This is an optimization exercise on Yosys and OpenROAD, whose aim is small area and a short achievable clock period, not a production implementation.
No run shown here included a check of the RTL's function; only the layout flow was run.
Power and IR drop assume default switching activity.

## flow/design.v (module list and top-level ports; edited modules follow where they fit)
// module ioAddrDecoder: 244 lines
// module ioErrDecode: 7 lines
// module plicWideZero: 92 lines
// module gAnd: 10 lines
// module gAoi21: 8 lines
// module gOai21: 8 lines
// module gXor2: 9 lines
// module clintGeq64: 511 lines
// module clintEq64: 187 lines
// module clintInc64: 349 lines
// module ioReadMux: 36 lines
// module clintMtipNext: 19 lines
// module plicNext: 70 lines
// module ioPlatformTop: 188 lines
module ioPlatformTop #(
  parameter int NumHarts = 2,
  parameter int NumIrqs  = 8
) (
  input  logic                clk_i,
  input  logic                arstN_i,
  input  logic                reqValid_i,
  input  logic                reqWrite_i,
  input  ioPlatformPkg::ioAddrT              reqAddr_i,
  input  ioPlatformPkg::ioDataT              reqWdata_i,
  input  logic                uartIrq_i,
  input  logic                sdIrq_i,
  output logic                rspValid_o,
  output ioPlatformPkg::ioDataT              rspData_o,
  output logic                rspErr_o,
  output logic [NumHarts-1:0] msip_o,
  output logic [NumHarts-1:0] mtip_o,
  output logic [NumHarts-1:0] extIrq_o
);
  // ...
==> flow/flow/run.sh <==
#!/bin/bash
# Standard ORFS layout (the standard.sh, standard synthesis unchanged) with
# these layout choices changed:
#  - after synthesis every combinational cell is set to its smallest drive
#    strength (flow/downsize.tcl); the repair steps upsize where timing needs it
#  - port buffers are plain buf_2 cells instead of the delay cell buffer_ports
#    picks
#  - repair_timing aims for a setup margin near the period this design reaches
# make's full output goes to flow_make.log; ORFS keeps each step's log under
# orfs/logs.
set -euo pipefail
here=$(pwd)
bash standard.sh \
  SETUP_SLACK_MARGIN=9.1 \
  "BUFFER_PORTS_ARGS=-buffer_cell sky130_fd_sc_hd__buf_2" \
  POST_SYNTH_TCL="$here/flow/downsize.tcl" \
  finish > flow_make.log 2>&1
==> flow/flow/downsize.tcl <==
# Sets every combinational cell of the synthesized netlist to the smallest
# drive strength of its function (same cell name up to the _N suffix), so
# that the later repair steps upsize only where timing asks for it.
set n 0
foreach inst [get_cells *] {
  set master [get_property $inst ref_name]
  if { ![regexp {^(sky130_fd_sc_hd__([a-z0-9]+))_([0-9]+)$} $master -> base kind size] } {
    continue
  }
  # flip-flops keep the cell synthesis gave them; tie cells stay as they are
  if { [regexp {^(df|edf|sdf|sedf|dl|conb|clk|probe|lpflow|tap|fill|decap|diode)} $kind] } {
    continue
  }
  set best ""
  set bestArea 1e9
  foreach lc [get_lib_cells */${base}_*] {
    set name [get_property $lc name]
    if { ![regexp "^${base}_\[0-9\]+\$" $name] } { continue }
    if { [get_property $lc dont_use] } { continue }
    set area [get_property $lc area]
    # among cells of the same area, keep the strongest
    if { $area < $bestArea - 1e-3 || ($area < $bestArea + 1e-3 && $best ne ""
         && [get_property $lc name] > [get_property $best name]) } {
      set bestArea $area
      set best $lc
    }
  }
  if { $best ne "" && [get_property $best name] ne $master } {
    replace_cell $inst $best
    incr n
  }
}
puts "downsize: $n cells set to their smallest drive strength"
==> flow/standard.sh <==
#!/bin/bash
# synth_recipe.tcl (not shown) runs the flow's synth.tcl, then flattens the netlist and writes it again
# the make line also repeats each setting of config.mk as NAME=value (left out here)
make -C /OpenROAD-flow-scripts/flow DESIGN_CONFIG=/design/flow/config.mk WORK_HOME=/design/flow/orfs CLKGATE_MAP_FILE= SYNTH_SCRIPT=/design/flow/synth_recipe.tcl "${@:-finish}"
==> flow/config.mk <==
export PLATFORM = sky130hd
export DESIGN_NAME = ioPlatformTop
export DESIGN_NICKNAME = ioPlatformTop
export VERILOG_FILES = /design/flow/design.v
export SDC_FILE = /design/flow/constraint.sdc
export NUM_CORES = 4
export LEC_CHECK = 0
export CAP_MARGIN = 20
export CORE_MARGIN = 2
export CORE_UTILIZATION = 40
export CTS_BUF_LIST = sky130_fd_sc_hd__clkbuf_4 sky130_fd_sc_hd__clkbuf_8
export SLEW_MARGIN = 20
export SYNTH_HIERARCHICAL = 1
export TNS_END_PERCENT = 0
==> flow/constraint.sdc <==
create_clock -name core_clock -period 13.0 [get_ports {clk_i}]
set_input_delay 2.6000 -clock core_clock [delete_from_list [all_inputs] [get_ports {clk_i}]]
set_output_delay 2.6000 -clock core_clock [all_outputs]
set_load 0.01 [all_outputs]
==> out/qor.yml, run 1 <==
use_met1_pct: 30.0
ios: 174
clock_latency_ps: 650
drt_iter0_markers: 1451
crit_chain: "buf_2 -> nor2b_1 -> nand4_1 -> buf_12 -> nor2_2 -> and3_1 -> nor2b_1 -> buf_6 -> a22o_1 -> a2111oi_4 -> nand3_1"
cts_buffers: 56
cp-startpoint: "reqAddr_i[24]"
status: "finished clean"
p_int_mw: 1.63
drc: 0
path_class: "input port to register"
cts_buffer_depth: 3
post-cts-setup-buffer-count: 15
grt_setup_unrepaired: "true"
ir_drop_v: 0.0000543
pg_comb_mw: 0.135
power.leakage_nw: 9.06
grt_max_degree: 77
worst_pin_slew_ps: 777
start_kind: "input port"
antenna_found_initial: 3
slowest_stage: "a2111oi_4"
swShare_pct: 24.0
fill_cells: 4527
clkbuf_count: 88
postSynthAreaPerCell_sq_um: 9.27
cts.sinks: 313
mostFrequentLayoutCells: "254 x nor2b_1, 249 x a21oi_1, 194 x nand2b_1"
required_ps: 13490
htree_levels: 2
design.seq.count: 313
cp_max_fo: 16
globalplace.congestion: 0.902
die_area_sq_um: 50000
relSlewSlack_pct: 48.2
slew_viol_final: 0
highest_layer: "met4"
wirelength_met1_mm: 25.1
placed_cell_area_sq_um: 21000
power.group.top: "sequential cells"
==> run 2, diff against run 1 <==
--- a/flow/config.mk
+++ b/flow/config.mk
@@ -8,7 +8,9 @@
 export CAP_MARGIN = 20
 export CORE_MARGIN = 2
 export CORE_UTILIZATION = 40
-export CTS_BUF_LIST = sky130_fd_sc_hd__clkbuf_4 sky130_fd_sc_hd__clkbuf_8
+export CTS_BUF_LIST = sky130_fd_sc_hd__clkbuf_8 sky130_fd_sc_hd__clkbuf_16
+export CTS_CLUSTER_DIAMETER = 60
+export CTS_CLUSTER_SIZE = 16
 export SLEW_MARGIN = 20
 export SYNTH_HIERARCHICAL = 1
 export TNS_END_PERCENT = 0
==> run 2 against run 1 <==
Non-clock buffer count up 18. Clock skew up 2.6 ps. Sequential power about the same. Critical endpoint is now mtipNQ[0]. Largest power group is now clock.
==> out/qor.yml, run 2 <==
status: "finished clean"  # unchanged
arrival_ps: 4400  # was 4440 ps
cts_buffer_depth: 3  # unchanged
cpMostUsedCell: "o21ai_2"  # was nor2b_1
die_area_sq_um: 50000  # unchanged
crit_path_max_incr_delay_ps: 330  # was 320 ps
grt_setup_unrepaired: "true"  # unchanged
finalHoldViolations: 0  # unchanged
post-place-ws_ps: 7760  # unchanged
period_share_pct: 30.4  # about the same
cts.sinks: 313  # unchanged
grt_pass1_wl_mm: 90.8  # was 91.5 mm
postSynthAreaPerCell_sq_um: 9.27  # unchanged
antenna_found_initial: 4  # was 3
ant_nets: 0  # unchanged
fin_nets: 2415  # was 2419
fill_cells: 4468  # was 4527
p_clk_share_pct: 47.9  # was 45.9%
r2r_cells: 18  # unchanged
rows: 80  # unchanged
slowest_stage: "a221oi_1"  # was a2111oi_4
whs_path_depth: 2  # unchanged
p_int_mw: 1.71  # was 1.63 mW
cap_violations: 0  # unchanged
cts_buffers: 34  # was 56
areaGrowthSynthToFinish_pct: 20.5  # was 18.1%
power.leakage_nw: 9.18  # was 9.06 nW
grt_usage_pct: 23.0  # was 23.2%
grt_pass1_vias: 16322  # was 16530
slew_viol_final: 0  # unchanged
cts_hold_buffers: 0  # unchanged
place.port_buffers: 173  # unchanged
p_sw_mw: 0.528  # was 0.515 mW
swShare_pct: 23.6  # was 24.0%
wl_mm: 58.8  # was 59.1 mm
path_clk_slew_ps: 60  # about the same
netlist_area_sq_um: 19300  # unchanged
finalSetupViolCount: 0  # unchanged
clock_latency_ps: 560  # was 650 ps
die_y_um: 224  # unchanged
cp.depth: 11  # unchanged
cts_tree: "yes"  # unchanged
ios: 174  # unchanged
dp_hpwl_mm: 42.2  # unchanged
grt_overflow: 0  # unchanged
cp_top_family: "compound AO/OA/AOI/OAI gates"  # was simple AND/OR/NAND/NOR gates
cts-root-buf: "clkbuf_16"  # was clkbuf_8
required_ps: 13440  # was 13490 ps
timing.final.ws_setup_ps: 9050  # about the same
power_density_nw_per_um2: 96.5  # was 94.4 nW/um^2
synth_fp_nets: 2182  # unchanged
finalCriticalPeriod_ps: 3950  # about the same
routedWlPerCell_um: 19.9  # was 19.8 um
globalplace.congestion: 0.902  # unchanged
cp_max_fo: 10  # was 16
ir_drop_v: 0.0000630  # was 0.0000543 V
p_seq_share_pct: 45.8  # was 47.8%
start_util_pct: 40.5  # unchanged
endpoint_kind: "register"  # unchanged
mostFrequentLayoutCells: "248 x nor2b_1, 237 x a21oi_1, 194 x nand2b_1"  # was 254 x nor2b_1, 249 x a21oi_1, 194 x nand2b_1
crit_chain: "buf_2 -> nor2b_1 -> a21oi_1 -> o21ai_2 -> a21oi_1 -> o21ai_2 -> a21oi_2 -> o21ai_2 -> nor2_1 -> a221oi_1 -> inv_2"  # was buf_2 -> nor2b_1 -> nand4_1 -> buf_12 -> nor2_2 -> and3_1 -> nor2b_1 -> buf_6 -> a22o_1 -> a2111oi_4 -> nand3_1
first_pass_iters: 10  # was 9
syn_inst: 2080  # unchanged
grt_max_degree: 77  # unchanged
die_w_um: 224  # unchanged
worst_pin_slew_ps: 784  # was 777 ps
vias: 16731  # was 16834
power_frac_comb_pct: 6.3  # about the same
path_buf_inv: 2  # was 3
skew_ps: 24.2  # was 21.6 ps
core_sq_um: 47600  # unchanged
avgViaCountPerCell: 5.66  # was 5.65
path_class: "input port to register"  # unchanged
yosys_warnings: 15  # unchanged
htree_levels: 2  # unchanged
start_kind: "input port"  # unchanged
final_common_cell: "nor2b_1"  # unchanged
drive_gt1_share_pct: 26.6  # was 25.3%
drc: 0  # unchanged
fmax_mhz: 253  # about the same
utilization_pct: 48.7  # was 47.8%
relSlewSlack_pct: 47.8  # was 48.2%
tns_ps: 0  # unchanged
hold_ws_ps: 502  # was 494 ps
drt_iter0_markers: 1448  # was 1451
hold_path.class: "register to register"  # unchanged
## run 2: what timing repair did
action	4_1_cts	5_1_grt
endpoints found under the setup margin	302	267
resized for setup	72	84
pin swaps	14	21
endpoints found under the hold margin	0	0
gates cloned	0	1
buffers inserted	16	28
## run 2: worst reg2reg max path, delay by kind of cell (launching register included)
kind	cells	cell delay, ps
buffers and inverters	3	390
AND/OR/NAND/NOR	7	1470
flip-flops	1	470
AO/OA/AOI/OAI	7	1160
XOR/XNOR	1	250
## run 2: final cells by class
cell class	instances	area [sq um]	share of cell area, %
Multi-Input combinational cell	1640	11300	48.8
Sequential cell	313	8160	35.1
Timing Repair Buffer	230	1350	5.83
Clock buffer	38	951	4.10
Tap cell	615	769	3.31
Inverter	94	353	1.52
Clock inverter	24	293	1.26
Antenna cell	4	10.0	0.0431
## run 2: per-stage QoR
step	cell area [sq um]	total power [mW]	instances
after global routing	23200	2.32	2958
after global placement	21000	1.17	2847
after detailed placement	21000	1.18	2847
final	23200	2.24	2958
after floorplan	19400	1.11	2080
after CTS	22600	2.26	2925
## run 2: power by group through the flow
stage	Combinational [mW]	Sequential (mW)	Clock (mW)
after floorplan	0.0626	1.05	0
after global placement	0.127	1.05	0
after detailed placement	0.131	1.05	0
after CTS	0.134	1.03	1.10
after global routing	0.154	1.03	1.14
final	0.140	1.03	1.07
## run 2: per-layer routing
layer	global-route usage, %	wire [um]
met5	0	0
met2	38.8	28600
met1	29.9	25200
met3	3.09	3180
met4	8.92	1870
## run 2: worst paths after layout
path                                      from     endpoint  slack, ps
worst max-delay path            reqWdata_i[13]    mtipNQ[0]       9050
min in group asynchronous              arstN_i  prioQ[4][0]       2100
worst min register to register         en1Q[7]       rdQ[7]        500
worst max register to register       mtimeQ[8]    mtipNQ[0]       9160
max in group asynchronous              arstN_i    mtimeQ[0]       9650
worst min-delay path                   en1Q[7]       rdQ[7]        500

what the ideal ports hide:
Ports are ideal in the flow. The routed layouts listed here were re-timed in OpenROAD.
Step 1: set_driving_cell puts a clkbuf_16 on clk_i and a buf_2 on each other input, an assumption about the parent block.
Step 2 adds t to the input delays and takes it off the output delays; t is the mean of the earliest and latest rising clock arrival at the registers after step 1. Input paths then give back, and output paths get back, about the clock's delay inside the block.
a / b / c = no drivers / after step 1 / after step 2; a / b = the first two.
run | t (ns) | setup slack, ns | slew at the worst register clock pin (ns)
run 1 | 0.693 | 9.046 / 9.067 / 8.375 | 0.07 / 0.07
run 2 | 0.605 | 9.046 / 9.048 / 8.444 | 0.07 / 0.07
After both steps setup and hold are still met in every run listed. For run 1, which loses most, drivers alone change the setup slack by +0.021 ns; drivers and shift together by -0.671 ns.
